What follows belongs to an exercise in optimizing a design on an open flow for small area; a production flow would make more cautious choices.
The RTL was checked by simulation tests, not by an equivalence proof against the original design.
Power and IR drop assume default switching activity.

## flow/design.v (module list and top-level ports; edited modules follow where they fit)
// module zig_sampler: 1116 lines
// module zig_bsel: 10 lines
// module zig_ihs: 7 lines
// module zig_ihc: 7 lines
// module zig_xor: 7 lines
// module zig_fa: 10 lines
module zig_sampler (
  input  logic        clk,
  input  logic        rst_n,
  input  logic        u_valid,
  output logic        u_ready,
  input  logic [39:0] u_data,
  output logic [6:0]  rect_idx,
  input  logic [17:0] rmost_coord,
  input  logic [31:0] wedge_bound_ratio,
  output logic        z_valid,
  input  logic        z_ready,
  output logic [18:0] z_data,
  output logic        slow_valid,
  input  logic        slow_ready,
  output logic [6:0]  slow_idx,
  output logic [31:0] slow_frac,
  output logic        slow_sign,
  output logic [15:0] acc_cnt,
  output logic [15:0] rej_cnt
);
  // ...
==> flow/flow/run.sh <==
#!/bin/bash
# Own flow: the standard synthesis, an area-oriented re-mapping of its combinational cells
# (registers untouched), then the standard layout with buf_1 as the port buffer and a
# clock tree of clkbuf_8 without dummy loads.
set -euo pipefail
W=$(pwd)
R=$W/orfs/results/$FLOW_PLATFORM/zig_sampler/base
YOSYS=$FLOW_HOME/../tools/install/yosys/bin/yosys
LIB=$FLOW_HOME/platforms/$FLOW_PLATFORM/lib/sky130_fd_sc_hd__tt_025C_1v80.lib

bash standard.sh synth > "$W/1_standard_synth.log" 2>&1
cp "$R/1_2_yosys.v" "$W/1_2_yosys_standard.v"

REMAP_LIB=$LIB REMAP_IN=$W/1_2_yosys_standard.v REMAP_OUT=$R/1_2_yosys.v REMAP_TOP=$FLOW_TOP \
  REMAP_SCRIPT=$W/flow/area.abc "$YOSYS" -c "$W/flow/remap.tcl" > "$W/2_remap.log" 2>&1
rm -f "$R/1_synth.odb" "$R/1_synth.sdc"

bash standard.sh "BUFFER_PORTS_ARGS=-buffer_cell sky130_fd_sc_hd__buf_1" \
  "CTS_ARGS=-sink_clustering_enable -repair_clock_nets -buf_list sky130_fd_sc_hd__clkbuf_8 -dont_use_dummy_load -sink_clustering_size 24 -sink_clustering_max_diameter 150" \
  finish > "$W/3_standard_layout.log" 2>&1
==> flow/flow/area.abc <==
strash
&get -n
&deepsyn -I 10 -J 3
&put
dc2
dch -f
amap
topo
==> flow/flow/remap.tcl <==
# Re-map the combinational standard cells of the standard synthesis for area.
# Registers, full/half adders and tie cells are kept as they are (same instances, same names).
yosys -import
set lib $::env(REMAP_LIB)
read_liberty -ignore_miss_func -ignore_miss_dir $lib
read_verilog -overwrite $::env(REMAP_IN)
hierarchy -top $::env(REMAP_TOP)
foreach pat {sky130_fd_sc_hd__df* sky130_fd_sc_hd__edf* sky130_fd_sc_hd__sdf* sky130_fd_sc_hd__fa_* sky130_fd_sc_hd__ha_* sky130_fd_sc_hd__conb_*} {
  catch { setattr -mod -set keep_hierarchy 1 $pat }
}
flatten
opt_clean -purge
abc -liberty $lib -script $::env(REMAP_SCRIPT) -dont_use sky130_fd_sc_hd__lpflow_* -dont_use sky130_fd_sc_hd__probe*
opt_clean -purge
hilomap -singleton -hicell sky130_fd_sc_hd__conb_1 HI -locell sky130_fd_sc_hd__conb_1 LO
setattr -mod -unset keep_hierarchy
select $::env(REMAP_TOP)
stat -liberty $lib
write_verilog -noattr -noexpr -nohex -nodec -selected $::env(REMAP_OUT)
==> flow/standard.sh <==
#!/bin/bash
# synth_recipe.tcl (not shown) runs the flow's synth.tcl, then flattens the netlist and writes it again
# the make line also repeats each setting of config.mk as NAME=value (left out here)
make -C /OpenROAD-flow-scripts/flow DESIGN_CONFIG=/design/flow/config.mk WORK_HOME=/design/flow/orfs CLKGATE_MAP_FILE= SYNTH_SCRIPT=/design/flow/synth_recipe.tcl "${@:-finish}"
==> flow/config.mk <==
export PLATFORM = sky130hd
export DESIGN_NAME = zig_sampler
export DESIGN_NICKNAME = zig_sampler
export VERILOG_FILES = /design/flow/design.v
export SDC_FILE = /design/flow/constraint.sdc
export NUM_CORES = 4
export LEC_CHECK = 0
export CAP_MARGIN = 5
export CORE_MARGIN = 2
export CORE_UTILIZATION = 55
export CTS_BUF_LIST = sky130_fd_sc_hd__clkbuf_8
export PLACE_DENSITY = 0.65
export SLEW_MARGIN = 5
export SYNTH_HIERARCHICAL = 1
==> flow/constraint.sdc <==
create_clock -name core_clock -period 9.0 [get_ports {clk}]
set_input_delay 1.8000 -clock core_clock [delete_from_list [all_inputs] [get_ports {clk}]]
set_output_delay 1.8000 -clock core_clock [all_outputs]
set_load 0.01 [all_outputs]
==> results.tsv, run 1 <==
metric	value	unit
row count	62	
grt ovf	0	
core area	0.0289	sq mm
Worst Path Required	9.19	ns
status	finished clean	
post-CTS resize count	0	
worst slew pin tran	1.01	ns
clk cell area share	1.28	%
busiest grt layer	met2	
Critical Path End	z_hi_r[17]	
Syn Inst Count	1817	
Post-CTS Hold Buffers	0	
Sw Ratio	48.6	%
Syn Area/Cell	8.95	sq um
Signal buffers	262	
Ports	196	
Layout Utilization	63.2	%
largest net degree at the start of global routing	66	
min Tclk post-route	8.20	ns
Die Area	0.0310	sq mm
IR drop worst, VDD	0.203	mV
antenna viol nets, final	0	
FILL cells	2552	
Clock Power Share	6.6	%
post-CTS setup repair buffer count	0	
register fraction of the total cell area	21.0	%
Diodes inserted	0	
non-clk buf share	6.91	%
==> inputs of run 2 (changes only) <==
--- a/flow/design.v
+++ b/flow/design.v
@@ -36,12 +36,12 @@
   logic [18:0] z_neg_s;
   logic        c32_s;
   logic [17:0] hi_s;
-  logic [346:0] ppn;
-  logic [8:0] cn;
-  logic [255:0] fs, fc;
-  logic [15:0] hs, hc;
+  logic [344:0] ppn;
+  logic [9:0] cn;
+  logic [254:0] fs, fc;
+  logic [14:0] hs, hc;
   logic [49:0] ma, mb;
-  logic [8:0] bo_s, bt_s, bn_s;
+  logic [7:0] bo_s, bt_s, bn_s;
   assign bo_s[0] = rmost_coord[0] ^ 1'b0;
   assign bt_s[0] = (rmost_coord[1] & ~rmost_coord[0] & ~1'b0) | (~rmost_coord[1] & rmost_coord[0] & 1'b0);
   assign bn_s[0] = rmost_coord[1];
@@ -346,76 +346,74 @@
   assign ppn[277] = ~(((bt_s[7] & s1_frac_r[31])) ^ bn_s[7]);
   assign ppn[278] = ~bn_s[7];
   assign ppn[279] = bn_s[7];
-  assign bo_s[8] = rmost_coord[16] ^ rmost_coord[15];
-  assign bt_s[8] = (rmost_coord[17] & ~rmost_coord[16] & ~rmost_coord[15]) | (~rmost_coord[17] & rmost_coord[16] & rmost_coord[15]);
-  assign bn_s[8] = rmost_coord[17];
-  assign ppn[280] = ~(((bo_s[8] & s1_frac_r[0])) ^ bn_s[8]);
-  zig_bsel u_bs281 (.one(bo_s[8]), .two(bt_s[8]), .neg(bn_s[8]), .x1(s1_frac_r[1]), .x0(s1_frac_r[0]), .pn(ppn[281]));
-  zig_bsel u_bs282 (.one(bo_s[8]), .two(bt_s[8]), .neg(bn_s[8]), .x1(s1_frac_r[2]), .x0(s1_frac_r[1]), .pn(ppn[282]));
-  zig_bsel u_bs283 (.one(bo_s[8]), .two(bt_s[8]), .neg(bn_s[8]), .x1(s1_frac_r[3]), .x0(s1_frac_r[2]), .pn(ppn[283]));
-  zig_bsel u_bs284 (.one(bo_s[8]), .two(bt_s[8]), .neg(bn_s[8]), .x1(s1_frac_r[4]), .x0(s1_frac_r[3]), .pn(ppn[284]));
-  zig_bsel u_bs285 (.one(bo_s[8]), .two(bt_s[8]), .neg(bn_s[8]), .x1(s1_frac_r[5]), .x0(s1_frac_r[4]), .pn(ppn[285]));
-  zig_bsel u_bs286 (.one(bo_s[8]), .two(bt_s[8]), .neg(bn_s[8]), .x1(s1_frac_r[6]), .x0(s1_frac_r[5]), .pn(ppn[286]));
-  zig_bsel u_bs287 (.one(bo_s[8]), .two(bt_s[8]), .neg(bn_s[8]), .x1(s1_frac_r[7]), .x0(s1_frac_r[6]), .pn(ppn[287]));
-  zig_bsel u_bs288 (.one(bo_s[8]), .two(bt_s[8]), .neg(bn_s[8]), .x1(s1_frac_r[8]), .x0(s1_frac_r[7]), .pn(ppn[288]));
-  zig_bsel u_bs289 (.one(bo_s[8]), .two(bt_s[8]), .neg(bn_s[8]), .x1(s1_frac_r[9]), .x0(s1_frac_r[8]), .pn(ppn[289]));
-  zig_bsel u_bs290 (.one(bo_s[8]), .two(bt_s[8]), .neg(bn_s[8]), .x1(s1_frac_r[10]), .x0(s1_frac_r[9]), .pn(ppn[290]));
-  zig_bsel u_bs291 (.one(bo_s[8]), .two(bt_s[8]), .neg(bn_s[8]), .x1(s1_frac_r[11]), .x0(s1_frac_r[10]), .pn(ppn[291]));
-  zig_bsel u_bs292 (.one(bo_s[8]), .two(bt_s[8]), .neg(bn_s[8]), .x1(s1_frac_r[12]), .x0(s1_frac_r[11]), .pn(ppn[292]));
-  zig_bsel u_bs293 (.one(bo_s[8]), .two(bt_s[8]), .neg(bn_s[8]), .x1(s1_frac_r[13]), .x0(s1_frac_r[12]), .pn(ppn[293]));
-  zig_bsel u_bs294 (.one(bo_s[8]), .two(bt_s[8]), .neg(bn_s[8]), .x1(s1_frac_r[14]), .x0(s1_frac_r[13]), .pn(ppn[294]));
-  zig_bsel u_bs295 (.one(bo_s[8]), .two(bt_s[8]), .neg(bn_s[8]), .x1(s1_frac_r[15]), .x0(s1_frac_r[14]), .pn(ppn[295]));
-  zig_bsel u_bs296 (.one(bo_s[8]), .two(bt_s[8]), .neg(bn_s[8]), .x1(s1_frac_r[16]), .x0(s1_frac_r[15]), .pn(ppn[296]));
-  zig_bsel u_bs297 (.one(bo_s[8]), .two(bt_s[8]), .neg(bn_s[8]), .x1(s1_frac_r[17]), .x0(s1_frac_r[16]), .pn(ppn[297]));
-  zig_bsel u_bs298 (.one(bo_s[8]), .two(bt_s[8]), .neg(bn_s[8]), .x1(s1_frac_r[18]), .x0(s1_frac_r[17]), .pn(ppn[298]));
-  zig_bsel u_bs299 (.one(bo_s[8]), .two(bt_s[8]), .neg(bn_s[8]), .x1(s1_frac_r[19]), .x0(s1_frac_r[18]), .pn(ppn[299]));
-  zig_bsel u_bs300 (.one(bo_s[8]), .two(bt_s[8]), .neg(bn_s[8]), .x1(s1_frac_r[20]), .x0(s1_frac_r[19]), .pn(ppn[300]));
-  zig_bsel u_bs301 (.one(bo_s[8]), .two(bt_s[8]), .neg(bn_s[8]), .x1(s1_frac_r[21]), .x0(s1_frac_r[20]), .pn(ppn[301]));
-  zig_bsel u_bs302 (.one(bo_s[8]), .two(bt_s[8]), .neg(bn_s[8]), .x1(s1_frac_r[22]), .x0(s1_frac_r[21]), .pn(ppn[302]));
-  zig_bsel u_bs303 (.one(bo_s[8]), .two(bt_s[8]), .neg(bn_s[8]), .x1(s1_frac_r[23]), .x0(s1_frac_r[22]), .pn(ppn[303]));
-  zig_bsel u_bs304 (.one(bo_s[8]), .two(bt_s[8]), .neg(bn_s[8]), .x1(s1_frac_r[24]), .x0(s1_frac_r[23]), .pn(ppn[304]));
-  zig_bsel u_bs305 (.one(bo_s[8]), .two(bt_s[8]), .neg(bn_s[8]), .x1(s1_frac_r[25]), .x0(s1_frac_r[24]), .pn(ppn[305]));
-  zig_bsel u_bs306 (.one(bo_s[8]), .two(bt_s[8]), .neg(bn_s[8]), .x1(s1_frac_r[26]), .x0(s1_frac_r[25]), .pn(ppn[306]));
-  zig_bsel u_bs307 (.one(bo_s[8]), .two(bt_s[8]), .neg(bn_s[8]), .x1(s1_frac_r[27]), .x0(s1_frac_r[26]), .pn(ppn[307]));
-  zig_bsel u_bs308 (.one(bo_s[8]), .two(bt_s[8]), .neg(bn_s[8]), .x1(s1_frac_r[28]), .x0(s1_frac_r[27]), .pn(ppn[308]));
-  zig_bsel u_bs309 (.one(bo_s[8]), .two(bt_s[8]), .neg(bn_s[8]), .x1(s1_frac_r[29]), .x0(s1_frac_r[28]), .pn(ppn[309]));
-  zig_bsel u_bs310 (.one(bo_s[8]), .two(bt_s[8]), .neg(bn_s[8]), .x1(s1_frac_r[30]), .x0(s1_frac_r[29]), .pn(ppn[310]));
-  zig_bsel u_bs311 (.one(bo_s[8]), .two(bt_s[8]), .neg(bn_s[8]), .x1(s1_frac_r[31]), .x0(s1_frac_r[30]), .pn(ppn[311]));
-  assign ppn[312] = ~(((bt_s[8] & s1_frac_r[31])) ^ bn_s[8]);
-  assign ppn[313] = ~bn_s[8];
-  assign ppn[314] = bn_s[8];
-  assign ppn[315] = ~(rmost_coord[17] & s1_frac_r[0]);
-  assign ppn[316] = ~(rmost_coord[17] & s1_frac_r[1]);
-  assign ppn[317] = ~(rmost_coord[17] & s1_frac_r[2]);
-  assign ppn[318] = ~(rmost_coord[17] & s1_frac_r[3]);
-  assign ppn[319] = ~(rmost_coord[17] & s1_frac_r[4]);
-  assign ppn[320] = ~(rmost_coord[17] & s1_frac_r[5]);
-  assign ppn[321] = ~(rmost_coord[17] & s1_frac_r[6]);
-  assign ppn[322] = ~(rmost_coord[17] & s1_frac_r[7]);
-  assign ppn[323] = ~(rmost_coord[17] & s1_frac_r[8]);
-  assign ppn[324] = ~(rmost_coord[17] & s1_frac_r[9]);
-  assign ppn[325] = ~(rmost_coord[17] & s1_frac_r[10]);
-  assign ppn[326] = ~(rmost_coord[17] & s1_frac_r[11]);
-  assign ppn[327] = ~(rmost_coord[17] & s1_frac_r[12]);
-  assign ppn[328] = ~(rmost_coord[17] & s1_frac_r[13]);
-  assign ppn[329] = ~(rmost_coord[17] & s1_frac_r[14]);
-  assign ppn[330] = ~(rmost_coord[17] & s1_frac_r[15]);
-  assign ppn[331] = ~(rmost_coord[17] & s1_frac_r[16]);
-  assign ppn[332] = ~(rmost_coord[17] & s1_frac_r[17]);
-  assign ppn[333] = ~(rmost_coord[17] & s1_frac_r[18]);
-  assign ppn[334] = ~(rmost_coord[17] & s1_frac_r[19]);
-  assign ppn[335] = ~(rmost_coord[17] & s1_frac_r[20]);
-  assign ppn[336] = ~(rmost_coord[17] & s1_frac_r[21]);
-  assign ppn[337] = ~(rmost_coord[17] & s1_frac_r[22]);
-  assign ppn[338] = ~(rmost_coord[17] & s1_frac_r[23]);
-  assign ppn[339] = ~(rmost_coord[17] & s1_frac_r[24]);
-  assign ppn[340] = ~(rmost_coord[17] & s1_frac_r[25]);
-  assign ppn[341] = ~(rmost_coord[17] & s1_frac_r[26]);
-  assign ppn[342] = ~(rmost_coord[17] & s1_frac_r[27]);
-  assign ppn[343] = ~(rmost_coord[17] & s1_frac_r[28]);
-  assign ppn[344] = ~(rmost_coord[17] & s1_frac_r[29]);
-  assign ppn[345] = ~(rmost_coord[17] & s1_frac_r[30]);
-  assign ppn[346] = ~(rmost_coord[17] & s1_frac_r[31]);
+  logic po_s, pt_s;
+  assign po_s = rmost_coord[15] ^ rmost_coord[16];
+  assign pt_s = rmost_coord[15] & rmost_coord[16];
+  assign ppn[280] = ~((po_s & s1_frac_r[0]));
+  assign ppn[281] = ~((po_s & s1_frac_r[1]) | (pt_s & s1_frac_r[0]));
+  assign ppn[282] = ~((po_s & s1_frac_r[2]) | (pt_s & s1_frac_r[1]));
+  assign ppn[283] = ~((po_s & s1_frac_r[3]) | (pt_s & s1_frac_r[2]));
+  assign ppn[284] = ~((po_s & s1_frac_r[4]) | (pt_s & s1_frac_r[3]));
+  assign ppn[285] = ~((po_s & s1_frac_r[5]) | (pt_s & s1_frac_r[4]));
+  assign ppn[286] = ~((po_s & s1_frac_r[6]) | (pt_s & s1_frac_r[5]));
+  assign ppn[287] = ~((po_s & s1_frac_r[7]) | (pt_s & s1_frac_r[6]));
+  assign ppn[288] = ~((po_s & s1_frac_r[8]) | (pt_s & s1_frac_r[7]));
+  assign ppn[289] = ~((po_s & s1_frac_r[9]) | (pt_s & s1_frac_r[8]));
+  assign ppn[290] = ~((po_s & s1_frac_r[10]) | (pt_s & s1_frac_r[9]));
+  assign ppn[291] = ~((po_s & s1_frac_r[11]) | (pt_s & s1_frac_r[10]));
+  assign ppn[292] = ~((po_s & s1_frac_r[12]) | (pt_s & s1_frac_r[11]));
+  assign ppn[293] = ~((po_s & s1_frac_r[13]) | (pt_s & s1_frac_r[12]));
+  assign ppn[294] = ~((po_s & s1_frac_r[14]) | (pt_s & s1_frac_r[13]));
+  assign ppn[295] = ~((po_s & s1_frac_r[15]) | (pt_s & s1_frac_r[14]));
+  assign ppn[296] = ~((po_s & s1_frac_r[16]) | (pt_s & s1_frac_r[15]));
+  assign ppn[297] = ~((po_s & s1_frac_r[17]) | (pt_s & s1_frac_r[16]));
+  assign ppn[298] = ~((po_s & s1_frac_r[18]) | (pt_s & s1_frac_r[17]));
+  assign ppn[299] = ~((po_s & s1_frac_r[19]) | (pt_s & s1_frac_r[18]));
+  assign ppn[300] = ~((po_s & s1_frac_r[20]) | (pt_s & s1_frac_r[19]));
+  assign ppn[301] = ~((po_s & s1_frac_r[21]) | (pt_s & s1_frac_r[20]));
+  assign ppn[302] = ~((po_s & s1_frac_r[22]) | (pt_s & s1_frac_r[21]));
+  assign ppn[303] = ~((po_s & s1_frac_r[23]) | (pt_s & s1_frac_r[22]));
+  assign ppn[304] = ~((po_s & s1_frac_r[24]) | (pt_s & s1_frac_r[23]));
+  assign ppn[305] = ~((po_s & s1_frac_r[25]) | (pt_s & s1_frac_r[24]));
+  assign ppn[306] = ~((po_s & s1_frac_r[26]) | (pt_s & s1_frac_r[25]));
+  assign ppn[307] = ~((po_s & s1_frac_r[27]) | (pt_s & s1_frac_r[26]));
+  assign ppn[308] = ~((po_s & s1_frac_r[28]) | (pt_s & s1_frac_r[27]));
+  assign ppn[309] = ~((po_s & s1_frac_r[29]) | (pt_s & s1_frac_r[28]));
+  assign ppn[310] = ~((po_s & s1_frac_r[30]) | (pt_s & s1_frac_r[29]));
+  assign ppn[311] = ~((po_s & s1_frac_r[31]) | (pt_s & s1_frac_r[30]));
+  assign ppn[312] = ~((pt_s & s1_frac_r[31]));
+  assign ppn[313] = ~(rmost_coord[17] & s1_frac_r[0]);
+  assign ppn[314] = ~(rmost_coord[17] & s1_frac_r[1]);
+  assign ppn[315] = ~(rmost_coord[17] & s1_frac_r[2]);
+  assign ppn[316] = ~(rmost_coord[17] & s1_frac_r[3]);
+  assign ppn[317] = ~(rmost_coord[17] & s1_frac_r[4]);
+  assign ppn[318] = ~(rmost_coord[17] & s1_frac_r[5]);
+  assign ppn[319] = ~(rmost_coord[17] & s1_frac_r[6]);
+  assign ppn[320] = ~(rmost_coord[17] & s1_frac_r[7]);
+  assign ppn[321] = ~(rmost_coord[17] & s1_frac_r[8]);
+  assign ppn[322] = ~(rmost_coord[17] & s1_frac_r[9]);
+  assign ppn[323] = ~(rmost_coord[17] & s1_frac_r[10]);
+  assign ppn[324] = ~(rmost_coord[17] & s1_frac_r[11]);
+  assign ppn[325] = ~(rmost_coord[17] & s1_frac_r[12]);
+  assign ppn[326] = ~(rmost_coord[17] & s1_frac_r[13]);
+  assign ppn[327] = ~(rmost_coord[17] & s1_frac_r[14]);
+  assign ppn[328] = ~(rmost_coord[17] & s1_frac_r[15]);
+  assign ppn[329] = ~(rmost_coord[17] & s1_frac_r[16]);
+  assign ppn[330] = ~(rmost_coord[17] & s1_frac_r[17]);
+  assign ppn[331] = ~(rmost_coord[17] & s1_frac_r[18]);
+  assign ppn[332] = ~(rmost_coord[17] & s1_frac_r[19]);
+  assign ppn[333] = ~(rmost_coord[17] & s1_frac_r[20]);
+  assign ppn[334] = ~(rmost_coord[17] & s1_frac_r[21]);
+  assign ppn[335] = ~(rmost_coord[17] & s1_frac_r[22]);
+  assign ppn[336] = ~(rmost_coord[17] & s1_frac_r[23]);
+  assign ppn[337] = ~(rmost_coord[17] & s1_frac_r[24]);
+  assign ppn[338] = ~(rmost_coord[17] & s1_frac_r[25]);
+  assign ppn[339] = ~(rmost_coord[17] & s1_frac_r[26]);
+  assign ppn[340] = ~(rmost_coord[17] & s1_frac_r[27]);
+  assign ppn[341] = ~(rmost_coord[17] & s1_frac_r[28]);
+  assign ppn[342] = ~(rmost_coord[17] & s1_frac_r[29]);
+  assign ppn[343] = ~(rmost_coord[17] & s1_frac_r[30]);
+  assign ppn[344] = ~(rmost_coord[17] & s1_frac_r[31]);
   assign cn[0] = ~ppn[34];
   assign cn[1] = ~ppn[67];
   assign cn[2] = ~ppn[102];
@@ -425,55 +423,54 @@
   assign cn[6] = ~ppn[242];
   assign cn[7] = ~ppn[277];
   assign cn[8] = ~ppn[312];
-  zig_ihs u_hs0 (.a(ppn[313]), .b(ppn[16]), .s(hs[0]));
-  zig_ihc u_hc0 (.a(ppn[313]), .b(ppn[16]), .co(hc[0]));
-  zig_ihs u_hs1 (.a(ppn[17]), .b(ppn[50]), .s(hs[1]));
-  zig_ihc u_hc1 (.a(ppn[17]), .b(ppn[50]), .co(hc[1]));
-  zig_fa u_fa0 (.a(ppn[315]), .b(ppn[18]), .c(ppn[51]), .s(fs[0]), .co(fc[0]));
-  zig_fa u_fa1 (.a(ppn[316]), .b(ppn[19]), .c(ppn[52]), .s(fs[1]), .co(fc[1]));
-  zig_fa u_fa2 (.a(ppn[317]), .b(ppn[20]), .c(ppn[53]), .s(fs[2]), .co(fc[2]));
-  zig_fa u_fa3 (.a(ppn[318]), .b(ppn[21]), .c(ppn[54]), .s(fs[3]), .co(fc[3]));
-  zig_fa u_fa4 (.a(ppn[319]), .b(ppn[22]), .c(ppn[55]), .s(fs[4]), .co(fc[4]));
-  zig_fa u_fa5 (.a(ppn[320]), .b(ppn[23]), .c(ppn[56]), .s(fs[5]), .co(fc[5]));
-  zig_fa u_fa6 (.a(ppn[321]), .b(ppn[24]), .c(ppn[57]), .s(fs[6]), .co(fc[6]));
-  zig_fa u_fa7 (.a(ppn[322]), .b(ppn[25]), .c(ppn[58]), .s(fs[7]), .co(fc[7]));
-  zig_fa u_fa8 (.a(ppn[323]), .b(ppn[26]), .c(ppn[59]), .s(fs[8]), .co(fc[8]));
-  zig_fa u_fa9 (.a(ppn[324]), .b(ppn[27]), .c(ppn[60]), .s(fs[9]), .co(fc[9]));
-  zig_fa u_fa10 (.a(ppn[325]), .b(ppn[28]), .c(ppn[61]), .s(fs[10]), .co(fc[10]));
-  zig_fa u_fa11 (.a(ppn[326]), .b(ppn[29]), .c(ppn[62]), .s(fs[11]), .co(fc[11]));
-  zig_fa u_fa12 (.a(ppn[327]), .b(ppn[30]), .c(ppn[63]), .s(fs[12]), .co(fc[12]));
-  zig_fa u_fa13 (.a(ppn[328]), .b(ppn[31]), .c(ppn[64]), .s(fs[13]), .co(fc[13]));
-  zig_fa u_fa14 (.a(ppn[329]), .b(ppn[32]), .c(ppn[65]), .s(fs[14]), .co(fc[14]));
-  zig_fa u_fa15 (.a(ppn[330]), .b(cn[0]), .c(ppn[66]), .s(fs[15]), .co(fc[15]));
-  zig_fa u_fa16 (.a(ppn[331]), .b(ppn[34]), .c(cn[1]), .s(fs[16]), .co(fc[16]));
-  zig_fa u_fa17 (.a(ppn[332]), .b(ppn[69]), .c(ppn[101]), .s(fs[17]), .co(fc[17]));
-  zig_ihs u_hs2 (.a(ppn[208]), .b(ppn[10]), .s(hs[2]));
-  zig_ihc u_hc2 (.a(ppn[208]), .b(ppn[10]), .co(hc[2]));
-  zig_ihs u_hs3 (.a(ppn[11]), .b(ppn[44]), .s(hs[3]));
-  zig_ihc u_hc3 (.a(ppn[11]), .b(ppn[44]), .co(hc[3]));
+  assign cn[9] = ~ppn[312];
+  zig_ihs u_hs0 (.a(ppn[313]), .b(ppn[17]), .s(hs[0]));
+  zig_ihc u_hc0 (.a(ppn[313]), .b(ppn[17]), .co(hc[0]));
+  zig_fa u_fa0 (.a(ppn[314]), .b(ppn[18]), .c(ppn[51]), .s(fs[0]), .co(fc[0]));
+  zig_fa u_fa1 (.a(ppn[315]), .b(ppn[19]), .c(ppn[52]), .s(fs[1]), .co(fc[1]));
+  zig_fa u_fa2 (.a(ppn[316]), .b(ppn[20]), .c(ppn[53]), .s(fs[2]), .co(fc[2]));
+  zig_fa u_fa3 (.a(ppn[317]), .b(ppn[21]), .c(ppn[54]), .s(fs[3]), .co(fc[3]));
+  zig_fa u_fa4 (.a(ppn[318]), .b(ppn[22]), .c(ppn[55]), .s(fs[4]), .co(fc[4]));
+  zig_fa u_fa5 (.a(ppn[319]), .b(ppn[23]), .c(ppn[56]), .s(fs[5]), .co(fc[5]));
+  zig_fa u_fa6 (.a(ppn[320]), .b(ppn[24]), .c(ppn[57]), .s(fs[6]), .co(fc[6]));
+  zig_fa u_fa7 (.a(ppn[321]), .b(ppn[25]), .c(ppn[58]), .s(fs[7]), .co(fc[7]));
+  zig_fa u_fa8 (.a(ppn[322]), .b(ppn[26]), .c(ppn[59]), .s(fs[8]), .co(fc[8]));
+  zig_fa u_fa9 (.a(ppn[323]), .b(ppn[27]), .c(ppn[60]), .s(fs[9]), .co(fc[9]));
+  zig_fa u_fa10 (.a(ppn[324]), .b(ppn[28]), .c(ppn[61]), .s(fs[10]), .co(fc[10]));
+  zig_fa u_fa11 (.a(ppn[325]), .b(ppn[29]), .c(ppn[62]), .s(fs[11]), .co(fc[11]));
+  zig_fa u_fa12 (.a(ppn[326]), .b(ppn[30]), .c(ppn[63]), .s(fs[12]), .co(fc[12]));
+  zig_fa u_fa13 (.a(ppn[327]), .b(ppn[31]), .c(ppn[64]), .s(fs[13]), .co(fc[13]));
+  zig_fa u_fa14 (.a(ppn[328]), .b(ppn[32]), .c(ppn[65]), .s(fs[14]), .co(fc[14]));
+  zig_fa u_fa15 (.a(ppn[329]), .b(cn[0]), .c(ppn[66]), .s(fs[15]), .co(fc[15]));
+  zig_fa u_fa16 (.a(ppn[330]), .b(ppn[34]), .c(cn[1]), .s(fs[16]), .co(fc[16]));
+  zig_fa u_fa17 (.a(ppn[331]), .b(ppn[69]), .c(ppn[101]), .s(fs[17]), .co(fc[17]));
+  zig_ihs u_hs1 (.a(ppn[208]), .b(ppn[10]), .s(hs[1]));
+  zig_ihc u_hc1 (.a(ppn[208]), .b(ppn[10]), .co(hc[1]));
+  zig_ihs u_hs2 (.a(ppn[11]), .b(ppn[44]), .s(hs[2]));
+  zig_ihc u_hc2 (.a(ppn[11]), .b(ppn[44]), .co(hc[2]));
   zig_fa u_fa18 (.a(ppn[243]), .b(ppn[12]), .c(ppn[45]), .s(fs[18]), .co(fc[18]));
-  zig_ihs u_hs4 (.a(ppn[78]), .b(ppn[111]), .s(hs[4]));
-  zig_ihc u_hc4 (.a(ppn[78]), .b(ppn[111]), .co(hc[4]));
+  zig_ihs u_hs3 (.a(ppn[78]), .b(ppn[111]), .s(hs[3]));
+  zig_ihc u_hc3 (.a(ppn[78]), .b(ppn[111]), .co(hc[3]));
   zig_fa u_fa19 (.a(ppn[13]), .b(ppn[46]), .c(ppn[79]), .s(fs[19]), .co(fc[19]));
-  zig_ihs u_hs5 (.a(ppn[112]), .b(ppn[145]), .s(hs[5]));
-  zig_ihc u_hc5 (.a(ppn[112]), .b(ppn[145]), .co(hc[5]));
+  zig_ihs u_hs4 (.a(ppn[112]), .b(ppn[145]), .s(hs[4]));
+  zig_ihc u_hc4 (.a(ppn[112]), .b(ppn[145]), .co(hc[4]));
   zig_fa u_fa20 (.a(ppn[278]), .b(ppn[14]), .c(ppn[47]), .s(fs[20]), .co(fc[20]));
   zig_fa u_fa21 (.a(ppn[80]), .b(ppn[113]), .c(ppn[146]), .s(fs[21]), .co(fc[21]));
-  zig_ihs u_hs6 (.a(ppn[179]), .b(ppn[212]), .s(hs[6]));
-  zig_ihc u_hc6 (.a(ppn[179]), .b(ppn[212]), .co(hc[6]));
+  zig_ihs u_hs5 (.a(ppn[179]), .b(ppn[212]), .s(hs[5]));
+  zig_ihc u_hc5 (.a(ppn[179]), .b(ppn[212]), .co(hc[5]));
   zig_fa u_fa22 (.a(ppn[15]), .b(ppn[48]), .c(ppn[81]), .s(fs[22]), .co(fc[22]));
   zig_fa u_fa23 (.a(ppn[114]), .b(ppn[147]), .c(ppn[180]), .s(fs[23]), .co(fc[23]));
-  zig_ihs u_hs7 (.a(ppn[213]), .b(ppn[246]), .s(hs[7]));
-  zig_ihc u_hc7 (.a(ppn[213]), .b(ppn[246]), .co(hc[7]));
-  zig_fa u_fa24 (.a(ppn[49]), .b(ppn[82]), .c(ppn[115]), .s(fs[24]), .co(fc[24]));
-  zig_fa u_fa25 (.a(ppn[148]), .b(ppn[181]), .c(ppn[214]), .s(fs[25]), .co(fc[25]));
-  zig_fa u_fa26 (.a(ppn[247]), .b(ppn[280]), .c(hs[0]), .s(fs[26]), .co(fc[26]));
-  zig_fa u_fa27 (.a(ppn[83]), .b(ppn[116]), .c(ppn[149]), .s(fs[27]), .co(fc[27]));
-  zig_fa u_fa28 (.a(ppn[182]), .b(ppn[215]), .c(ppn[248]), .s(fs[28]), .co(fc[28]));
-  zig_fa u_fa29 (.a(ppn[281]), .b(hc[0]), .c(hs[1]), .s(fs[29]), .co(fc[29]));
+  zig_ihs u_hs6 (.a(ppn[213]), .b(ppn[246]), .s(hs[6]));
+  zig_ihc u_hc6 (.a(ppn[213]), .b(ppn[246]), .co(hc[6]));
+  zig_fa u_fa24 (.a(ppn[16]), .b(ppn[49]), .c(ppn[82]), .s(fs[24]), .co(fc[24]));
+  zig_fa u_fa25 (.a(ppn[115]), .b(ppn[148]), .c(ppn[181]), .s(fs[25]), .co(fc[25]));
+  zig_fa u_fa26 (.a(ppn[214]), .b(ppn[247]), .c(ppn[280]), .s(fs[26]), .co(fc[26]));
+  zig_fa u_fa27 (.a(ppn[50]), .b(ppn[83]), .c(ppn[116]), .s(fs[27]), .co(fc[27]));
+  zig_fa u_fa28 (.a(ppn[149]), .b(ppn[182]), .c(ppn[215]), .s(fs[28]), .co(fc[28]));
+  zig_fa u_fa29 (.a(ppn[248]), .b(ppn[281]), .c(hs[0]), .s(fs[29]), .co(fc[29]));
   zig_fa u_fa30 (.a(ppn[84]), .b(ppn[117]), .c(ppn[150]), .s(fs[30]), .co(fc[30]));
   zig_fa u_fa31 (.a(ppn[183]), .b(ppn[216]), .c(ppn[249]), .s(fs[31]), .co(fc[31]));
-  zig_fa u_fa32 (.a(ppn[282]), .b(hc[1]), .c(fs[0]), .s(fs[32]), .co(fc[32]));
+  zig_fa u_fa32 (.a(ppn[282]), .b(hc[0]), .c(fs[0]), .s(fs[32]), .co(fc[32]));
   zig_fa u_fa33 (.a(ppn[85]), .b(ppn[118]), .c(ppn[151]), .s(fs[33]), .co(fc[33]));
   zig_fa u_fa34 (.a(ppn[184]), .b(ppn[217]), .c(ppn[250]), .s(fs[34]), .co(fc[34]));
   zig_fa u_fa35 (.a(ppn[283]), .b(fc[0]), .c(fs[1]), .s(fs[35]), .co(fc[35]));
@@ -525,44 +522,44 @@
   zig_fa u_fa81 (.a(ppn[134]), .b(ppn[167]), .c(ppn[200]), .s(fs[81]), .co(fc[81]));
   zig_fa u_fa82 (.a(ppn[233]), .b(ppn[266]), .c(ppn[299]), .s(fs[82]), .co(fc[82]));
   zig_fa u_fa83 (.a(ppn[67]), .b(fc[16]), .c(fs[17]), .s(fs[83]), .co(fc[83]));
-  zig_fa u_fa84 (.a(ppn[333]), .b(cn[2]), .c(ppn[135]), .s(fs[84]), .co(fc[84]));
+  zig_fa u_fa84 (.a(ppn[332]), .b(cn[2]), .c(ppn[135]), .s(fs[84]), .co(fc[84]));
   zig_fa u_fa85 (.a(ppn[168]), .b(ppn[201]), .c(ppn[234]), .s(fs[85]), .co(fc[85]));
   zig_fa u_fa86 (.a(ppn[267]), .b(ppn[300]), .c(fc[17]), .s(fs[86]), .co(fc[86]));
-  zig_fa u_fa87 (.a(ppn[334]), .b(ppn[104]), .c(ppn[136]), .s(fs[87]), .co(fc[87]));
+  zig_fa u_fa87 (.a(ppn[333]), .b(ppn[104]), .c(ppn[136]), .s(fs[87]), .co(fc[87]));
   zig_fa u_fa88 (.a(ppn[169]), .b(ppn[202]), .c(ppn[235]), .s(fs[88]), .co(fc[88]));
   zig_fa u_fa89 (.a(ppn[268]), .b(ppn[301]), .c(ppn[102]), .s(fs[89]), .co(fc[89]));
-  zig_fa u_fa90 (.a(ppn[335]), .b(cn[3]), .c(ppn[170]), .s(fs[90]), .co(fc[90]));
+  zig_fa u_fa90 (.a(ppn[334]), .b(cn[3]), .c(ppn[170]), .s(fs[90]), .co(fc[90]));
   zig_fa u_fa91 (.a(ppn[203]), .b(ppn[236]), .c(ppn[269]), .s(fs[91]), .co(fc[91]));
-  zig_fa u_fa92 (.a(ppn[336]), .b(ppn[139]), .c(ppn[171]), .s(fs[92]), .co(fc[92]));
+  zig_fa u_fa92 (.a(ppn[335]), .b(ppn[139]), .c(ppn[171]), .s(fs[92]), .co(fc[92]));
   zig_fa u_fa93 (.a(ppn[204]), .b(ppn[237]), .c(ppn[270]), .s(fs[93]), .co(fc[93]));
-  zig_fa u_fa94 (.a(ppn[337]), .b(cn[4]), .c(ppn[205]), .s(fs[94]), .co(fc[94]));
-  zig_fa u_fa95 (.a(ppn[338]), .b(ppn[174]), .c(ppn[206]), .s(fs[95]), .co(fc[95]));
-  zig_ihs u_hs8 (.a(ppn[138]), .b(ppn[6]), .s(hs[8]));
-  zig_ihc u_hc8 (.a(ppn[138]), .b(ppn[6]), .co(hc[8]));
-  zig_ihs u_hs9 (.a(ppn[7]), .b(ppn[40]), .s(hs[9]));
-  zig_ihc u_hc9 (.a(ppn[7]), .b(ppn[40]), .co(hc[9]));
+  zig_fa u_fa94 (.a(ppn[336]), .b(cn[4]), .c(ppn[205]), .s(fs[94]), .co(fc[94]));
+  zig_fa u_fa95 (.a(ppn[337]), .b(ppn[174]), .c(ppn[206]), .s(fs[95]), .co(fc[95]));
+  zig_ihs u_hs7 (.a(ppn[138]), .b(ppn[6]), .s(hs[7]));
+  zig_ihc u_hc7 (.a(ppn[138]), .b(ppn[6]), .co(hc[7]));
+  zig_ihs u_hs8 (.a(ppn[7]), .b(ppn[40]), .s(hs[8]));
+  zig_ihc u_hc8 (.a(ppn[7]), .b(ppn[40]), .co(hc[8]));
   zig_fa u_fa96 (.a(ppn[173]), .b(ppn[8]), .c(ppn[41]), .s(fs[96]), .co(fc[96]));
-  zig_ihs u_hs10 (.a(ppn[74]), .b(ppn[107]), .s(hs[10]));
-  zig_ihc u_hc10 (.a(ppn[74]), .b(ppn[107]), .co(hc[10]));
+  zig_ihs u_hs9 (.a(ppn[74]), .b(ppn[107]), .s(hs[9]));
+  zig_ihc u_hc9 (.a(ppn[74]), .b(ppn[107]), .co(hc[9]));
   zig_fa u_fa97 (.a(ppn[9]), .b(ppn[42]), .c(ppn[75]), .s(fs[97]), .co(fc[97]));
-  zig_ihs u_hs11 (.a(ppn[108]), .b(ppn[141]), .s(hs[11]));
-  zig_ihc u_hc11 (.a(ppn[108]), .b(ppn[141]), .co(hc[11]));
+  zig_ihs u_hs10 (.a(ppn[108]), .b(ppn[141]), .s(hs[10]));
+  zig_ihc u_hc10 (.a(ppn[108]), .b(ppn[141]), .co(hc[10]));
   zig_fa u_fa98 (.a(ppn[43]), .b(ppn[76]), .c(ppn[109]), .s(fs[98]), .co(fc[98]));
-  zig_fa u_fa99 (.a(ppn[142]), .b(ppn[175]), .c(hs[2]), .s(fs[99]), .co(fc[99]));
+  zig_fa u_fa99 (.a(ppn[142]), .b(ppn[175]), .c(hs[1]), .s(fs[99]), .co(fc[99]));
   zig_fa u_fa100 (.a(ppn[77]), .b(ppn[110]), .c(ppn[143]), .s(fs[100]), .co(fc[100]));
-  zig_fa u_fa101 (.a(ppn[176]), .b(hc[2]), .c(hs[3]), .s(fs[101]), .co(fc[101]));
+  zig_fa u_fa101 (.a(ppn[176]), .b(hc[1]), .c(hs[2]), .s(fs[101]), .co(fc[101]));
   zig_fa u_fa102 (.a(ppn[144]), .b(ppn[177]), .c(ppn[210]), .s(fs[102]), .co(fc[102]));
-  zig_fa u_fa103 (.a(hc[3]), .b(fs[18]), .c(hs[4]), .s(fs[103]), .co(fc[103]));
+  zig_fa u_fa103 (.a(hc[2]), .b(fs[18]), .c(hs[3]), .s(fs[103]), .co(fc[103]));
   zig_fa u_fa104 (.a(ppn[178]), .b(ppn[211]), .c(fc[18]), .s(fs[104]), .co(fc[104]));
-  zig_fa u_fa105 (.a(hc[4]), .b(fs[19]), .c(hs[5]), .s(fs[105]), .co(fc[105]));
-  zig_fa u_fa106 (.a(ppn[245]), .b(fc[19]), .c(hc[5]), .s(fs[106]), .co(fc[106]));
-  zig_fa u_fa107 (.a(fs[20]), .b(fs[21]), .c(hs[6]), .s(fs[107]), .co(fc[107]));
-  zig_fa u_fa108 (.a(fc[20]), .b(fc[21]), .c(hc[6]), .s(fs[108]), .co(fc[108]));
-  zig_fa u_fa109 (.a(fs[22]), .b(fs[23]), .c(hs[7]), .s(fs[109]), .co(fc[109]));
-  zig_fa u_fa110 (.a(fc[22]), .b(fc[23]), .c(hc[7]), .s(fs[110]), .co(fc[110]));
+  zig_fa u_fa105 (.a(hc[3]), .b(fs[19]), .c(hs[4]), .s(fs[105]), .co(fc[105]));
+  zig_fa u_fa106 (.a(ppn[245]), .b(fc[19]), .c(hc[4]), .s(fs[106]), .co(fc[106]));
+  zig_fa u_fa107 (.a(fs[20]), .b(fs[21]), .c(hs[5]), .s(fs[107]), .co(fc[107]));
+  zig_fa u_fa108 (.a(fc[20]), .b(fc[21]), .c(hc[5]), .s(fs[108]), .co(fc[108]));
+  zig_fa u_fa109 (.a(fs[22]), .b(fs[23]), .c(hs[6]), .s(fs[109]), .co(fc[109]));
+  zig_fa u_fa110 (.a(fc[22]), .b(fc[23]), .c(hc[6]), .s(fs[110]), .co(fc[110]));
   zig_fa u_fa111 (.a(fs[24]), .b(fs[25]), .c(fs[26]), .s(fs[111]), .co(fc[111]));
-  zig_fa u_fa112 (.a(fc[24]), .b(fc[25]), .c(fs[27]), .s(fs[112]), .co(fc[112]));
-  zig_fa u_fa113 (.a(fs[28]), .b(fc[26]), .c(fs[29]), .s(fs[113]), .co(fc[113]));
+  zig_fa u_fa112 (.a(fc[24]), .b(fc[25]), .c(fc[26]), .s(fs[112]), .co(fc[112]));
+  zig_fa u_fa113 (.a(fs[27]), .b(fs[28]), .c(fs[29]), .s(fs[113]), .co(fc[113]));
   zig_fa u_fa114 (.a(fc[27]), .b(fc[28]), .c(fs[30]), .s(fs[114]), .co(fc[114]));
   zig_fa u_fa115 (.a(fs[31]), .b(fc[29]), .c(fs[32]), .s(fs[115]), .co(fc[115]));
   zig_fa u_fa116 (.a(fc[30]), .b(fc[31]), .c(fs[33]), .s(fs[116]), .co(fc[116]));
@@ -611,28 +608,28 @@
   zig_fa u_fa159 (.a(fc[92]), .b(fc[93]), .c(fs[94]), .s(fs[159]), .co(fc[159]));
   zig_fa u_fa160 (.a(ppn[239]), .b(ppn[272]), .c(ppn[305]), .s(fs[160]), .co(fc[160]));
   zig_fa u_fa161 (.a(ppn[172]), .b(fc[94]), .c(fs[95]), .s(fs[161]), .co(fc[161]));
-  zig_fa u_fa162 (.a(ppn[339]), .b(cn[5]), .c(ppn[240]), .s(fs[162]), .co(fc[162]));
+  zig_fa u_fa162 (.a(ppn[338]), .b(cn[5]), .c(ppn[240]), .s(fs[162]), .co(fc[162]));
   zig_fa u_fa163 (.a(ppn[273]), .b(ppn[306]), .c(fc[95]), .s(fs[163]), .co(fc[163]));
-  zig_fa u_fa164 (.a(ppn[340]), .b(ppn[209]), .c(ppn[241]), .s(fs[164]), .co(fc[164]));
+  zig_fa u_fa164 (.a(ppn[339]), .b(ppn[209]), .c(ppn[241]), .s(fs[164]), .co(fc[164]));
   zig_fa u_fa165 (.a(ppn[274]), .b(ppn[307]), .c(ppn[207]), .s(fs[165]), .co(fc[165]));
-  zig_fa u_fa166 (.a(ppn[341]), .b(cn[6]), .c(ppn[275]), .s(fs[166]), .co(fc[166]));
-  zig_fa u_fa167 (.a(ppn[342]), .b(ppn[244]), .c(ppn[276]), .s(fs[167]), .co(fc[167]));
-  zig_ihs u_hs12 (.a(ppn[103]), .b(ppn[4]), .s(hs[12]));
-  zig_ihc u_hc12 (.a(ppn[103]), .b(ppn[4]), .co(hc[12]));
-  zig_ihs u_hs13 (.a(ppn[5]), .b(ppn[38]), .s(hs[13]));
-  zig_ihc u_hc13 (.a(ppn[5]), .b(ppn[38]), .co(hc[13]));
+  zig_fa u_fa166 (.a(ppn[340]), .b(cn[6]), .c(ppn[275]), .s(fs[166]), .co(fc[166]));
+  zig_fa u_fa167 (.a(ppn[341]), .b(ppn[244]), .c(ppn[276]), .s(fs[167]), .co(fc[167]));
+  zig_ihs u_hs11 (.a(ppn[103]), .b(ppn[4]), .s(hs[11]));
+  zig_ihc u_hc11 (.a(ppn[103]), .b(ppn[4]), .co(hc[11]));
+  zig_ihs u_hs12 (.a(ppn[5]), .b(ppn[38]), .s(hs[12]));
+  zig_ihc u_hc12 (.a(ppn[5]), .b(ppn[38]), .co(hc[12]));
   zig_fa u_fa168 (.a(ppn[39]), .b(ppn[72]), .c(ppn[105]), .s(fs[168]), .co(fc[168]));
-  zig_fa u_fa169 (.a(ppn[73]), .b(ppn[106]), .c(hc[8]), .s(fs[169]), .co(fc[169]));
-  zig_fa u_fa170 (.a(ppn[140]), .b(hc[9]), .c(fs[96]), .s(fs[170]), .co(fc[170]));
-  zig_fa u_fa171 (.a(fc[96]), .b(hc[10]), .c(fs[97]), .s(fs[171]), .co(fc[171]));
-  zig_fa u_fa172 (.a(fc[97]), .b(hc[11]), .c(fs[98]), .s(fs[172]), .co(fc[172]));
+  zig_fa u_fa169 (.a(ppn[73]), .b(ppn[106]), .c(hc[7]), .s(fs[169]), .co(fc[169]));
+  zig_fa u_fa170 (.a(ppn[140]), .b(hc[8]), .c(fs[96]), .s(fs[170]), .co(fc[170]));
+  zig_fa u_fa171 (.a(fc[96]), .b(hc[9]), .c(fs[97]), .s(fs[171]), .co(fc[171]));
+  zig_fa u_fa172 (.a(fc[97]), .b(hc[10]), .c(fs[98]), .s(fs[172]), .co(fc[172]));
   zig_fa u_fa173 (.a(fc[98]), .b(fs[100]), .c(fc[99]), .s(fs[173]), .co(fc[173]));
   zig_fa u_fa174 (.a(fc[100]), .b(fs[102]), .c(fc[101]), .s(fs[174]), .co(fc[174]));
   zig_fa u_fa175 (.a(fc[102]), .b(fc[103]), .c(fs[104]), .s(fs[175]), .co(fc[175]));
   zig_fa u_fa176 (.a(fc[104]), .b(fc[105]), .c(fs[106]), .s(fs[176]), .co(fc[176]));
   zig_fa u_fa177 (.a(fc[106]), .b(fc[107]), .c(fs[108]), .s(fs[177]), .co(fc[177]));
   zig_fa u_fa178 (.a(fc[108]), .b(fc[109]), .c(fs[110]), .s(fs[178]), .co(fc[178]));
-  zig_fa u_fa179 (.a(fc[110]), .b(fs[112]), .c(fc[111]), .s(fs[179]), .co(fc[179]));
+  zig_fa u_fa179 (.a(fc[110]), .b(fc[111]), .c(fs[112]), .s(fs[179]), .co(fc[179]));
   zig_fa u_fa180 (.a(fc[112]), .b(fs[114]), .c(fc[113]), .s(fs[180]), .co(fc[180]));
   zig_fa u_fa181 (.a(fc[114]), .b(fs[116]), .c(fc[115]), .s(fs[181]), .co(fc[181]));
   zig_fa u_fa182 (.a(fc[116]), .b(fs[118]), .c(fc[117]), .s(fs[182]), .co(fc[182]));
@@ -661,27 +658,27 @@
   zig_fa u_fa205 (.a(fc[162]), .b(fs[164]), .c(fs[165]), .s(fs[205]), .co(fc[205]));
   zig_fa u_fa206 (.a(ppn[308]), .b(fc[164]), .c(fc[165]), .s(fs[206]), .co(fc[206]));
   zig_fa u_fa207 (.a(ppn[309]), .b(ppn[242]), .c(fc[166]), .s(fs[207]), .co(fc[207]));
-  zig_fa u_fa208 (.a(ppn[343]), .b(cn[7]), .c(ppn[310]), .s(fs[208]), .co(fc[208]));
-  zig_fa u_fa209 (.a(ppn[344]), .b(ppn[279]), .c(ppn[311]), .s(fs[209]), .co(fc[209]));
-  zig_ihs u_hs14 (.a(ppn[68]), .b(ppn[2]), .s(hs[14]));
-  zig_ihc u_hc14 (.a(ppn[68]), .b(ppn[2]), .co(hc[14]));
-  zig_ihs u_hs15 (.a(ppn[3]), .b(ppn[36]), .s(hs[15]));
-  zig_ihc u_hc15 (.a(ppn[3]), .b(ppn[36]), .co(hc[15]));
-  zig_fa u_fa210 (.a(ppn[37]), .b(ppn[70]), .c(hs[12]), .s(fs[210]), .co(fc[210]));
-  zig_fa u_fa211 (.a(ppn[71]), .b(hc[12]), .c(hs[13]), .s(fs[211]), .co(fc[211]));
-  zig_fa u_fa212 (.a(hc[13]), .b(hs[8]), .c(fs[168]), .s(fs[212]), .co(fc[212]));
-  zig_fa u_fa213 (.a(fc[168]), .b(hs[9]), .c(fs[169]), .s(fs[213]), .co(fc[213]));
-  zig_fa u_fa214 (.a(hs[10]), .b(fc[169]), .c(fs[170]), .s(fs[214]), .co(fc[214]));
-  zig_fa u_fa215 (.a(hs[11]), .b(fc[170]), .c(fs[171]), .s(fs[215]), .co(fc[215]));
+  zig_fa u_fa208 (.a(ppn[342]), .b(cn[7]), .c(ppn[310]), .s(fs[208]), .co(fc[208]));
+  zig_fa u_fa209 (.a(ppn[343]), .b(ppn[279]), .c(ppn[311]), .s(fs[209]), .co(fc[209]));
+  zig_ihs u_hs13 (.a(ppn[68]), .b(ppn[2]), .s(hs[13]));
+  zig_ihc u_hc13 (.a(ppn[68]), .b(ppn[2]), .co(hc[13]));
+  zig_ihs u_hs14 (.a(ppn[3]), .b(ppn[36]), .s(hs[14]));
+  zig_ihc u_hc14 (.a(ppn[3]), .b(ppn[36]), .co(hc[14]));
+  zig_fa u_fa210 (.a(ppn[37]), .b(ppn[70]), .c(hs[11]), .s(fs[210]), .co(fc[210]));
+  zig_fa u_fa211 (.a(ppn[71]), .b(hc[11]), .c(hs[12]), .s(fs[211]), .co(fc[211]));
+  zig_fa u_fa212 (.a(hc[12]), .b(hs[7]), .c(fs[168]), .s(fs[212]), .co(fc[212]));
+  zig_fa u_fa213 (.a(fc[168]), .b(hs[8]), .c(fs[169]), .s(fs[213]), .co(fc[213]));
+  zig_fa u_fa214 (.a(hs[9]), .b(fc[169]), .c(fs[170]), .s(fs[214]), .co(fc[214]));
+  zig_fa u_fa215 (.a(hs[10]), .b(fc[170]), .c(fs[171]), .s(fs[215]), .co(fc[215]));
   zig_fa u_fa216 (.a(fc[171]), .b(fs[99]), .c(fs[172]), .s(fs[216]), .co(fc[216]));
   zig_fa u_fa217 (.a(fc[172]), .b(fs[101]), .c(fs[173]), .s(fs[217]), .co(fc[217]));
   zig_fa u_fa218 (.a(fs[103]), .b(fc[173]), .c(fs[174]), .s(fs[218]), .co(fc[218]));
   zig_fa u_fa219 (.a(fs[105]), .b(fc[174]), .c(fs[175]), .s(fs[219]), .co(fc[219]));
   zig_fa u_fa220 (.a(fs[107]), .b(fc[175]), .c(fs[176]), .s(fs[220]), .co(fc[220]));
   zig_fa u_fa221 (.a(fs[109]), .b(fc[176]), .c(fs[177]), .s(fs[221]), .co(fc[221]));
-  zig_fa u_fa222 (.a(fc[177]), .b(fs[178]), .c(fs[111]), .s(fs[222]), .co(fc[222]));
-  zig_fa u_fa223 (.a(fc[178]), .b(fs[113]), .c(fs[179]), .s(fs[223]), .co(fc[223]));
-  zig_fa u_fa224 (.a(fs[115]), .b(fc[179]), .c(fs[180]), .s(fs[224]), .co(fc[224]));
+  zig_fa u_fa222 (.a(fs[111]), .b(fc[177]), .c(fs[178]), .s(fs[222]), .co(fc[222]));
+  zig_fa u_fa223 (.a(fc[178]), .b(fs[179]), .c(fs[113]), .s(fs[223]), .co(fc[223]));
+  zig_fa u_fa224 (.a(fc[179]), .b(fs[115]), .c(fs[180]), .s(fs[224]), .co(fc[224]));
   zig_fa u_fa225 (.a(fs[117]), .b(fc[180]), .c(fs[181]), .s(fs[225]), .co(fc[225]));
   zig_fa u_fa226 (.a(fs[119]), .b(fc[181]), .c(fs[182]), .s(fs[226]), .co(fc[226]));
   zig_fa u_fa227 (.a(fs[121]), .b(fc[182]), .c(fs[183]), .s(fs[227]), .co(fc[227]));
@@ -711,17 +708,16 @@
   zig_fa u_fa251 (.a(fs[167]), .b(fc[206]), .c(fs[207]), .s(fs[251]), .co(fc[251]));
   zig_fa u_fa252 (.a(fc[167]), .b(fs[208]), .c(fc[207]), .s(fs[252]), .co(fc[252]));
   zig_fa u_fa253 (.a(ppn[277]), .b(fc[208]), .c(fs[209]), .s(fs[253]), .co(fc[253]));
-  zig_fa u_fa254 (.a(ppn[345]), .b(cn[8]), .c(fc[209]), .s(fs[254]), .co(fc[254]));
-  zig_fa u_fa255 (.a(ppn[346]), .b(ppn[314]), .c(ppn[312]), .s(fs[255]), .co(fc[255]));
+  zig_fa u_fa254 (.a(ppn[344]), .b(cn[8]), .c(fc[209]), .s(fs[254]), .co(fc[254]));
   assign ma[0] = ppn[33];
   assign mb[0] = ppn[0];
   assign ma[1] = ppn[1];
   assign mb[1] = 1'b1;
   assign ma[2] = ppn[35];
-  assign mb[2] = hs[14];
-  assign ma[3] = hc[14];
-  assign mb[3] = hs[15];
-  assign ma[4] = hc[15];
+  assign mb[2] = hs[13];
+  assign ma[3] = hc[13];
+  assign mb[3] = hs[14];
+  assign ma[4] = hc[14];
   assign mb[4] = fs[210];
   assign ma[5] = fc[210];
   assign mb[5] = fs[211];
@@ -811,8 +807,8 @@
   assign mb[47] = fs[253];
   assign ma[48] = fc[253];
   assign mb[48] = fs[254];
-  assign ma[49] = fc[254];
-  assign mb[49] = fs[255];
+  assign ma[49] = cn[9];
+  assign mb[49] = fc[254];
   logic [17:0] hg_s, hp_s;
   logic [31:0] lg_s, lp_s, cg_s, cp_s;
   logic [90:0] pg_g, pg_p;
--- a/flow/flow/run.sh
+++ b/flow/flow/run.sh
@@ -16,5 +16,5 @@
 rm -f "$R/1_synth.odb" "$R/1_synth.sdc"
 
 bash standard.sh "BUFFER_PORTS_ARGS=-buffer_cell sky130_fd_sc_hd__buf_1" \
-  "CTS_ARGS=-sink_clustering_enable -repair_clock_nets -buf_list sky130_fd_sc_hd__clkbuf_8 -dont_use_dummy_load -sink_clustering_size 24 -sink_clustering_max_diameter 150" \
+  "CTS_ARGS=-sink_clustering_enable -repair_clock_nets -buf_list sky130_fd_sc_hd__clkbuf_8 -dont_use_dummy_load" \
   finish > "$W/3_standard_layout.log" 2>&1
--- a/flow/config.mk
+++ b/flow/config.mk
@@ -5,10 +5,10 @@
 export SDC_FILE = /design/flow/constraint.sdc
 export NUM_CORES = 4
 export LEC_CHECK = 0
-export CAP_MARGIN = 5
+export CAP_MARGIN = 20
 export CORE_MARGIN = 2
 export CORE_UTILIZATION = 55
 export CTS_BUF_LIST = sky130_fd_sc_hd__clkbuf_8
 export PLACE_DENSITY = 0.65
-export SLEW_MARGIN = 5
+export SLEW_MARGIN = 20
 export SYNTH_HIERARCHICAL = 1
==> run 2 against run 1 <==
- synthesized cell count fell by 4.2%
- register-to-register slack better by 0.21 ns
- maximum frequency is essentially flat
- hold slack got worse by 0.0089 ns
- first-iteration DRC count up 6.7%
- clock power is 2% higher
==> results.tsv, run 2 <==
metric	value	unit	change
status	finished clean		unchanged
Starting Density	55.8	%	was 56.2%
top flop regs	s1_frac_r: 32 flops, slow_frac_r: 32 flops, z_hi_r: 18 flops		unchanged
Final TNS setup	0	ns	unchanged
clock sinks	135		unchanged
Syn. warnings	7		unchanged
gr usage total	37.0	%	was 35.7%
crit path DAT	6.40	ns	was 8.40 ns
Syn Inst Count	1740		was 1817
Ports	196		unchanged
Layout Utilization	62.9	%	was 63.2%
drt pass-1 iters	9		was 6
Min-Delay Path Class	reg -> reg		unchanged
R2R Setup Slk	1.48	ns	was 1.27 ns
Hold Crit Start	s1_idx_r[5]		was s1_idx_r[6]
Tot Pwr	5.95	mW	was 5.67 mW
CP Capture Type	primary output		was flop
grt ovf	0		unchanged
clock skew	0.0291	ns	was 0.0344 ns
WS Path Type	in -> out		was in -> reg
worst skew pair latency	0.50	ns	was 0.48 ns
fraction of layout cells with a size suffix above 1	5.00	%	was 4.96%
H-tree Lvls	4		unchanged
core area	0.0286	sq mm	was 0.0289 sq mm
number of global-route vias before repair	15300		was 15100
PD cells	330	mW/mm^2	was 310 mW/mm^2
Final #Nets	2410		was 2488
initial antenna violation count	4		was 0
min Tclk post-route	8.20	ns	about the same
largest net degree at the start of global routing	68		was 66
CTS root buffer	clkbuf_8		unchanged
commonest non-fill, non-tap cell in the layout	nand2_1		unchanged
DRC	0		unchanged
GPL Wtd Cong	0.922		was 0.923
IR drop worst, VDD	0.194	mV	was 0.203 mV
Die Area	0.0304	sq mm	was 0.0310 sq mm
Final setup viols	0		unchanged
CTS Buf Count	17		unchanged
Max Fclk	122	MHz	about the same
first-pass GRT wire length	85.6	mm	was 84.0 mm
Clock Tree Buf Depth	2		unchanged
Syn Area/Cell	9.18	sq um	was 8.95 sq um
die extent in y	174	microns	was 176 microns
Worst path max stage delay	0.36	ns	was 0.56 ns
post-CTS resize count	0		unchanged
R2R Path Start	s1_frac_r[30]		was s1_frac_r[2]
Max-Cap Viols	0		unchanged
drt wl/cell	22.8	microns	was 21.6 microns
RSZ-0062 raised after global routing	false		unchanged
Tcrit/Tclk final	91.1	%	about the same
CTS tree	done		unchanged
Post-Syn Nets	2130		was 2207
Worst-path clk slew	0.07	ns	was 0.08 ns
worst-path fanout max	10		was 61
CP most frequent cell	o21ai_0		
Post-CTS Hold Buffers	0		unchanged
Detail Placement HPWL	39.6	mm	was 39.2 mm
Worst Path Required	7.20	ns	was 9.19 ns
row count	62		unchanged
Post-Syn Area	0.0160	sq mm	was 0.0163 sq mm
Area Overhead vs Synth	12.7	%	was 12.4%
most frequent cells in the layout	nand2_1 (324), o21ai_0 (262), fa_1 (255)		was nand2_1 (363), o21ai_0 (316), o22ai_1 (274)
antenna viol nets, final	0		unchanged
vias	15600		was 15700
Die X	174	microns	was 176 microns
leakage power	6.57	nW	was 6.69 nW
worst slew pin tran	0.943	ns	was 1.01 ns
final max-slew violation count	0		unchanged
vias per cell	6.50		was 6.31
Final Hold Viols	0		unchanged
CP max-delay cell	o21bai_1		was fa_1
CP startpoint kind	primary input		unchanged
Slew headroom	37.1	%	was 32.6%
Starting DRT DRC Count	1914		was 1794
Final Routed Wirelength	54.8	mm	was 53.5 mm
Setup crit start	wedge_bound_ratio[2]		was rmost_coord[1]
I/O Buffers	195		unchanged
## run 2: final timing paths
check,to,cells past startpoint
max in group asynchronous,z_valid_r,1
min in group asynchronous,acc_cnt_r[6],1
worst max-delay path,rect_idx[3],29
worst max register to register,z_hi_r[17],37
worst min register to register,slow_idx_r[5],0
worst min-delay path,slow_idx_r[5],0
## run 2: layer usage
metal / wire, microns / up-vias / track usage [%] / share of wire (%)
met5: 25 / - / 0 / 0.046
met4: 2020 / 4 / 14.8 / 3.7
met3: 7290 / 158 / 10.3 / 13
met2: 23500 / 1046 / 54.5 / 43
met1: 22000 / 7425 / 52.0 / 40
li1: - / 6999 / - / -
## run 2: repair_timing
| action | 4_1_cts | 5_1_grt |
|---|---|---|
| endpoints found under the hold margin | 0 | 0 |
| setup buffers | 0 | 4 |
| setup endpoints to repair | 0 | 7 |
## run 2: area by class of cell
type / count / area, sq um
multi-input cells: 1526 / 11900
fillers: 2545 / 10600
flip-flops and latches: 135 / 3840
repair buffers: 261 / 1280
well taps: 384 / 480
inverters: 79 / 298
clock buffers: 17 / 234
diodes: 2 / 5.00
## run 2: where the power goes
part	internal, mW	switching (mW)
clock	0.166	0.217
combinational	1.85	2.69
sequential	0.933	0.0963
## run 2: metrics by stage
step,cells,setup slack (ns),hold WS (ns),area [sq um]
after CTS,2398,0.492,0.458,18000
after detailed placement,2381,0.453,0.442,17700
after global routing,2404,0.290,0.469,18000
final,2404,0.798,0.455,18000
after global placement,2381,0.637,0.435,17700
after floorplan,1740,0.0158,0.421,16000
## run 2: critical path: cells and delay by family
kind | cells | cell delay (ns)
buffers and inverters | 4 | 0.52
AO/OA/AOI/OAI | 18 | 3.33
AND/OR/NAND/NOR | 7 | 0.75

==> separate check: timing with driven ports <==
Ports are ideal in the flow. The routed layouts listed here were re-timed in OpenROAD.
Step 1 sets driving cells, clkbuf_16 on the clock port and buf_2 on the other inputs (assumed; they add their load-dependent delay and slew).
Step 2 also shifts input and output timing later by t, the mid clock arrival at the registers, as if the neighbouring blocks saw the same clock.
Three values: ideal, step 1, step 2; two values: the first two.
| run | shift t [ns] | setup slack, ns | slew at the worst register clock pin (ns) | cell pins on the clock port's net |
|---|---|---|---|---|
| run 1 | 0.508 | 0.798 / 0.803 / 0.295 | 0.09 / 0.09 | 1 |
| run 2 | 0.532 | 0.798 / 0.778 / 0.264 | 0.09 / 0.09 | 1 |
After both steps setup and hold are still met in every run listed. The setup slack of run 2, which loses most, moves by -0.020 ns with the drivers and by -0.534 ns with both steps.
